What follows belongs to an exercise in optimizing a design on an open flow for small area and a short achievable clock period; a production flow would make more cautious choices.
Only simulation tests tie the RTL to the original design; equivalence was not proved.
Power is estimated from default activity; no workload was simulated.

// matvec_alu_top
module matvec_alu_top (
    input  logic        clk,
    input  logic        rst,
    input  logic        in_valid,
    input  logic [31:0] mat_word,
    input  logic [31:0] vec_word,
    input  logic [2:0]  pattern,
    output logic        out_valid,
    output logic [25:0] res_0,
    output logic [25:0] res_1,
    output logic [25:0] res_2,
    output logic [25:0] res_3
);
==> flow/config.mk <==
export PLATFORM = sky130hd
export DESIGN_NAME = matvec_alu_top
export DESIGN_NICKNAME = matvec_alu_top
export VERILOG_FILES = /design/flow/design.v
export SDC_FILE = /design/flow/constraint.sdc
export NUM_CORES = 4
export LEC_CHECK = 0
export CAP_MARGIN = 20
export CORE_MARGIN = 2
export CORE_UTILIZATION = 40
export SETUP_SLACK_MARGIN = 1.3
export SLEW_MARGIN = 20
export SYNTH_HIERARCHICAL = 1
==> flow/constraint.sdc <==
create_clock -name core_clock -period 5.2 [get_ports {clk}]
set_input_delay 1.0400 -clock core_clock [delete_from_list [all_inputs] [get_ports {clk}]]
set_output_delay 1.0400 -clock core_clock [all_outputs]
set_load 0.01 [all_outputs]
standard.sh (not shown) runs the stock make flow with config.mk's settings and CLKGATE_MAP_FILE= SYNTH_SCRIPT=/design/flow/synth_recipe.tcl, a recipe that flattens the netlist after the stock synthesis.
==> flow/flow/run.sh <==
#!/bin/bash
# standard layout, with plain buf_1 cells as the port buffers
set -euo pipefail
export BUFFER_PORTS_ARGS="-buffer_cell sky130_fd_sc_hd__buf_1"
bash standard.sh > standard.log 2>&1
Rerun with:
- SETUP_SLACK_MARGIN: 1.3 -> 2.2
The new run passed the timing, design-rule and antenna checks.
Count of clock-buffer cells in the layout grows by 5.
Global-route usage goes up by 0.64 points.
Routed wire length rises by 5.9%.
Clock skew is about the same.
Die area is unchanged.
Total power climbs by 20%.
Rerun with:
- CTS_BUF_LIST: unset -> sky130_fd_sc_hd__clkbuf_4
- CTS_CLUSTER_SIZE: unset -> 30
- SETUP_SLACK_MARGIN: 2.2 -> 2.0
Effect:
- The changed run ran to the end with no violations
- via count is higher by 0.75%
- utilization is lower by 2.1 points
- final area is lower by 4.4%
- maximum frequency is higher by 0.50%
- worst setup slack improves by 0.017 ns
- count of clock-buffer cells in the layout is higher by 46
- routed wire length is lower by 0.71%
- power is lower by 13%
- combinational power is lower by 16%
- area after synthesis does not change
- register-to-register slack improves by 0.02 ns
Rerun with:
- SETUP_SLACK_MARGIN: 2.0 -> 1.6
=> Clock power increases by about 10%. Setup slack got worse by 0.14 ns. Sequential cell count is unchanged. Sequential power is about the same.
Rerun with:
- CTS_BUF_LIST: sky130_fd_sc_hd__clkbuf_4 -> unset
- CTS_CLUSTER_SIZE: 30 -> unset
- SETUP_SLACK_MARGIN: 1.6 -> 1.9
Result: The changed run passed the timing, design-rule and antenna checks; power rises by 6.1%; count of clock-buffer cells in the layout falls by 51; first-iteration DRC count falls by 6.9%; sequential power is about the same; wire length barely changes; combinational power rises by about 5%; non-clock buffer count rises by 15; critical path depth rises by 2; clock power rises by about 20%; synthesized cell count is unchanged.

========
Another version of the RTL of matvec_alu_top (not shown whole).
For scale: roughly 1600 cells after synthesis, about 16000 sq um of cells after synthesis.
==> flow/design.v (excerpt) <==
module matvec_alu_top (
    input  logic        clk,
    input  logic        rst,
    input  logic        in_valid,
    input  logic [31:0] mat_word,
    input  logic [31:0] vec_word,
    input  logic [2:0]  pattern,
    output logic        out_valid,
    output logic [25:0] res_0,
    output logic [25:0] res_1,
    output logic [25:0] res_2,
    output logic [25:0] res_3
);
==> flow/config.mk <==
export PLATFORM = sky130hd
export DESIGN_NAME = matvec_alu_top
export DESIGN_NICKNAME = matvec_alu_top
export VERILOG_FILES = /design/flow/design.v
export SDC_FILE = /design/flow/constraint.sdc
export NUM_CORES = 4
export LEC_CHECK = 0
export CAP_MARGIN = 20
export CORE_MARGIN = 2
export CORE_UTILIZATION = 40
export CTS_CLUSTER_DIAMETER = 100
export CTS_CLUSTER_SIZE = 30
export SETUP_SLACK_MARGIN = 1.9
export SLEW_MARGIN = 20
export SYNTH_HIERARCHICAL = 1
==> flow/constraint.sdc <==
create_clock -name core_clock -period 5.2 [get_ports {clk}]
set_input_delay 1.0400 -clock core_clock [delete_from_list [all_inputs] [get_ports {clk}]]
set_output_delay 1.0400 -clock core_clock [all_outputs]
set_load 0.01 [all_outputs]
Scripts as last shown in full above: flow/flow/run.sh
The first run finished clean.
Change:
- CTS_CLUSTER_DIAMETER: 100 -> unset
- CTS_CLUSTER_SIZE: 30 -> unset
Critical path depth stays the same.
Power went up by about 5.4%.
Synthesized area stays the same.
Register-to-register slack is about the same.
Change:
- CORE_UTILIZATION: 40 -> 60
The new run went through all stages and came out clean. Cell area drops by 0.87%. Total power stays flat. Hold slack improves by 0.0062 ns. Global-route usage climbs by 7.1 points.

========
matvec_alu_top, a different RTL version from the one above (not shown whole).
Size in the first run: roughly 1,800 cells after synthesis, ~230 flip-flops, about 180 I/O pins.
Design matvec_alu_top, start of the top module:
module matvec_alu_top (
    input  logic        clk,
    input  logic        rst,
    input  logic        in_valid,
    input  logic [31:0] mat_word,
    input  logic [31:0] vec_word,
    input  logic [2:0]  pattern,
    output logic        out_valid,
    output logic [25:0] res_0,
    output logic [25:0] res_1,
    output logic [25:0] res_2,
    output logic [25:0] res_3
);
Settings: LEC_CHECK=0, CAP_MARGIN=20, CORE_MARGIN=2, CORE_UTILIZATION=40, SLEW_MARGIN=20; clock period 5.2 ns.
run.sh (not shown) runs the stock make flow with config.mk's settings and CLKGATE_MAP_FILE= SYNTH_SCRIPT=/design/flow/synth_recipe.tcl, a recipe that flattens the netlist after the stock synthesis.
Stock flow here: none of the scripts above is used.
The starting point completed without violations.
Next try:
==> flow/flow/run.sh (new file) <==
#!/bin/bash
# standard layout, with plain buf_1 cells as the port buffers
set -euo pipefail
export BUFFER_PORTS_ARGS="-buffer_cell sky130_fd_sc_hd__buf_1"
bash standard.sh > standard.log 2>&1
==> flow/standard.sh (new file) <==
#!/bin/bash
# synth_recipe.tcl (not shown) runs the flow's synth.tcl, then flattens the netlist and writes it again
# the make line also repeats each setting of config.mk as NAME=value (left out here)
make -C /OpenROAD-flow-scripts/flow DESIGN_CONFIG=/design/flow/config.mk WORK_HOME=/design/flow/orfs CLKGATE_MAP_FILE= SYNTH_SCRIPT=/design/flow/synth_recipe.tcl "${@:-finish}"
--- a/flow/config.mk
+++ b/flow/config.mk
@@ -10,0 +11 @@
+export SETUP_SLACK_MARGIN = 2.0
removed: flow/run.sh
Effect:
- clock power fell by a little under a tenth
- design area is higher by a few percent
- worst setup slack gains 390 ps
- worst hold slack got worse by 57 ps
- sequential power is about the same
- synthesized area is unchanged
- die area does not change
- synthesized cell count stays the same
- cell count rises by a few percent
- total power rose by roughly a tenth

========
run A:
Starting RTL as in the previous note.
clock: 5.2 ns
lec_check: 0
cap_margin: 20
core_margin: 2
core_utilization: 40
setup_slack_margin: 1.6
slew_margin: 20
standard.sh (not shown) runs the stock make flow with config.mk's settings and CLKGATE_MAP_FILE= SYNTH_SCRIPT=/design/flow/synth_recipe.tcl, a recipe that flattens the netlist after the stock synthesis.
==> flow/flow/run.sh <==
#!/bin/bash
# standard layout, with plain buf_1 cells as the port buffers
set -euo pipefail
export BUFFER_PORTS_ARGS="-buffer_cell sky130_fd_sc_hd__buf_1"
bash standard.sh > standard.log 2>&1
### run A -> run B
==> flow/run.sh (new file) <==
#!/bin/bash
# synth_recipe.tcl (not shown) runs the flow's synth.tcl, then flattens the netlist and writes it again
# the make line also repeats each setting of config.mk as NAME=value (left out here)
make -C /OpenROAD-flow-scripts/flow DESIGN_CONFIG=/design/flow/config.mk WORK_HOME=/design/flow/orfs CLKGATE_MAP_FILE= SYNTH_SCRIPT=/design/flow/synth_recipe.tcl finish
removed: flow/flow/run.sh
removed: flow/standard.sh
==> comparison <==
Post-route minimum period (lower): run A
Going from run A to run B, the worst setup slack was found to have gone down by 0.044 ns.
Summary — maximum vdd drop, run B relative to run A: lower, by 19 uV.
diff inputs: run B => run C
Settings: SETUP_SLACK_MARGIN now 2.2, was 1.6.
[summary]
Number of clock-tree buffers in the layout grows by a few percent when moving from run B to run C.
Compared with run B, run C shows a higher global routing usage summed across all routing layers.
Per the comparison of run C with run B, post-route non-filler standard cell count increased 78, leakage dissipation saw an increase, critical path data arrival time went down.
Run C vs run B — wire length climbed by a few percent
Diff run B -> run C | synthesis-to-layout area growth | increase of 10 points
Cell-internal power (higher): run C
[inputs] run D vs run C
Settings: setting CTS_BUF_LIST to sky130_fd_sc_hd__clkbuf_4 for the first time; changing SETUP_SLACK_MARGIN from 2.2 to 1.6.
==> flow/flow/run.sh (new file) <==
#!/bin/bash
# standard layout, with plain buf_1 cells as the port buffers
set -euo pipefail
export BUFFER_PORTS_ARGS="-buffer_cell sky130_fd_sc_hd__buf_1"
bash standard.sh > standard.log 2>&1
==> flow/standard.sh (new file) <==
#!/bin/bash
# synth_recipe.tcl (not shown) runs the flow's synth.tcl, then flattens the netlist and writes it again
# the make line also repeats each setting of config.mk as NAME=value (left out here)
make -C /OpenROAD-flow-scripts/flow DESIGN_CONFIG=/design/flow/config.mk WORK_HOME=/design/flow/orfs CLKGATE_MAP_FILE= SYNTH_SCRIPT=/design/flow/synth_recipe.tcl "${@:-finish}"
removed: flow/run.sh
--- outcome ---
- The worst path arrival time in run D was higher than what run C gave.
- Run D: cell area is 0.0029 mm^2 lower than what run C reported.
- Diff run C -> run D | area used by multi-input combinational logic | decrease of 8.0%

========
## 06-25
RTL: one of the versions met above, not the one the previous note started from.
Size: about 1600 cells after synthesis, ~16000 µm² of cells after synthesis.
## matvec_alu_top
module matvec_alu_top (
    input  logic        clk,
    input  logic        rst,
    input  logic        in_valid,
    input  logic [31:0] mat_word,
    input  logic [31:0] vec_word,
    input  logic [2:0]  pattern,
    output logic        out_valid,
    output logic [25:0] res_0,
    output logic [25:0] res_1,
    output logic [25:0] res_2,
    output logic [25:0] res_3
);
==> flow/config.mk <==
export PLATFORM = sky130hd
export DESIGN_NAME = matvec_alu_top
export DESIGN_NICKNAME = matvec_alu_top
export VERILOG_FILES = /design/flow/design.v
export SDC_FILE = /design/flow/constraint.sdc
export NUM_CORES = 4
export LEC_CHECK = 0
export CAP_MARGIN = 20
export CORE_MARGIN = 2
export CORE_UTILIZATION = 40
export SETUP_SLACK_MARGIN = 1.6
export SLEW_MARGIN = 20
export SYNTH_HIERARCHICAL = 1
==> flow/constraint.sdc <==
create_clock -name core_clock -period 5.2 [get_ports {clk}]
set_input_delay 1.0400 -clock core_clock [delete_from_list [all_inputs] [get_ports {clk}]]
set_output_delay 1.0400 -clock core_clock [all_outputs]
set_load 0.01 [all_outputs]
==> flow/flow/run.sh <==
#!/bin/bash
# standard layout, with plain buf_1 cells as the port buffers
set -euo pipefail
export BUFFER_PORTS_ARGS="-buffer_cell sky130_fd_sc_hd__buf_1"
bash standard.sh > standard.log 2>&1
06-25 reached the end of the flow, and the finished layout is clean on the timing, design-rule and antenna checks.
--- input diff 06-25..10-03 ---
- SETUP_SLACK_MARGIN: 1.6 -> 1.8
- CTS_CLUSTER_SIZE: unset -> 30
- CTS_BUF_LIST: unset -> sky130_fd_sc_hd__clkbuf_4
--- outcome ---
Diff 06-25 -> 10-03: via count higher; average size of a mapped cell roughly the same; combinational group share of total power higher; overall routing resource usage higher.

port drivers added, routing unchanged:
No port has a modelled driver above. Below, the same layouts with a new extraction and two added sets of constraints.
Step 1 (the two cells are an assumption about what drives the block):
set clk [get_ports {clk}]
set_driving_cell -lib_cell sky130_fd_sc_hd__clkbuf_16 $clk
set_driving_cell -lib_cell sky130_fd_sc_hd__buf_2 [delete_from_list [all_inputs] $clk]
Step 2, shift: input delay + t, output delay - t, t = (earliest + latest rising clock arrival at the registers) / 2. This alone moves slack from input paths to output paths.
Three values: ideal, step 1, step 2; two values: the first two.
run	t, ns	setup slack, ns	worst hold slack (ns)	worst setup path after step 2
the first run of note 1	0.593	1.540 / 1.540 / 1.540	0.290 / 0.260 / 0.347	register to register
the second run of note 1	0.605	1.844 / 1.844 / 1.844	0.280 / 0.251 / 0.352	register to register
the third run of note 1	0.814	1.861 / 1.861 / 1.861	0.352 / 0.324 / 0.354	register to register
the fourth run of note 1	0.772	1.724 / 1.695 / 1.724	0.106 / 0.079 / 0.343	register to register
the fifth run of note 1	0.603	1.819 / 1.819 / 1.819	0.273 / 0.243 / 0.353	register to register
the first run of note 2	0.540	1.981 / 1.981 / 1.981	0.338 / 0.312 / 0.354	register to register
the second run of note 2	0.593	1.981 / 1.955 / 1.981	0.288 / 0.261 / 0.347	register to register
the third run of note 2	0.585	1.989 / 1.989 / 1.989	0.294 / 0.269 / 0.359	register to register
the first run of note 3	0.601	1.349 / 1.349 / 1.349	0.351 / 0.351 / 0.351	register to register
the second run of note 3	0.602	1.739 / 1.739 / 1.739	0.294 / 0.269 / 0.358	register to register
run A	0.607	1.732 / 1.732 / 1.732	0.267 / 0.240 / 0.347	register to register
run B	0.599	1.688 / 1.688 / 1.688	0.348 / 0.348 / 0.348	register to register
run C	0.604	1.841 / 1.841 / 1.841	0.356 / 0.356 / 0.356	register to register
run D	0.834	1.732 / 1.732 / 1.732	0.305 / 0.282 / 0.348	register to register
06-25	0.593	1.713 / 1.713 / 1.713	0.289 / 0.259 / 0.347	register to register
10-03	0.768	1.780 / 1.780 / 1.780	0.110 / 0.082 / 0.337	register to register
After both steps every run listed still meets setup and hold.
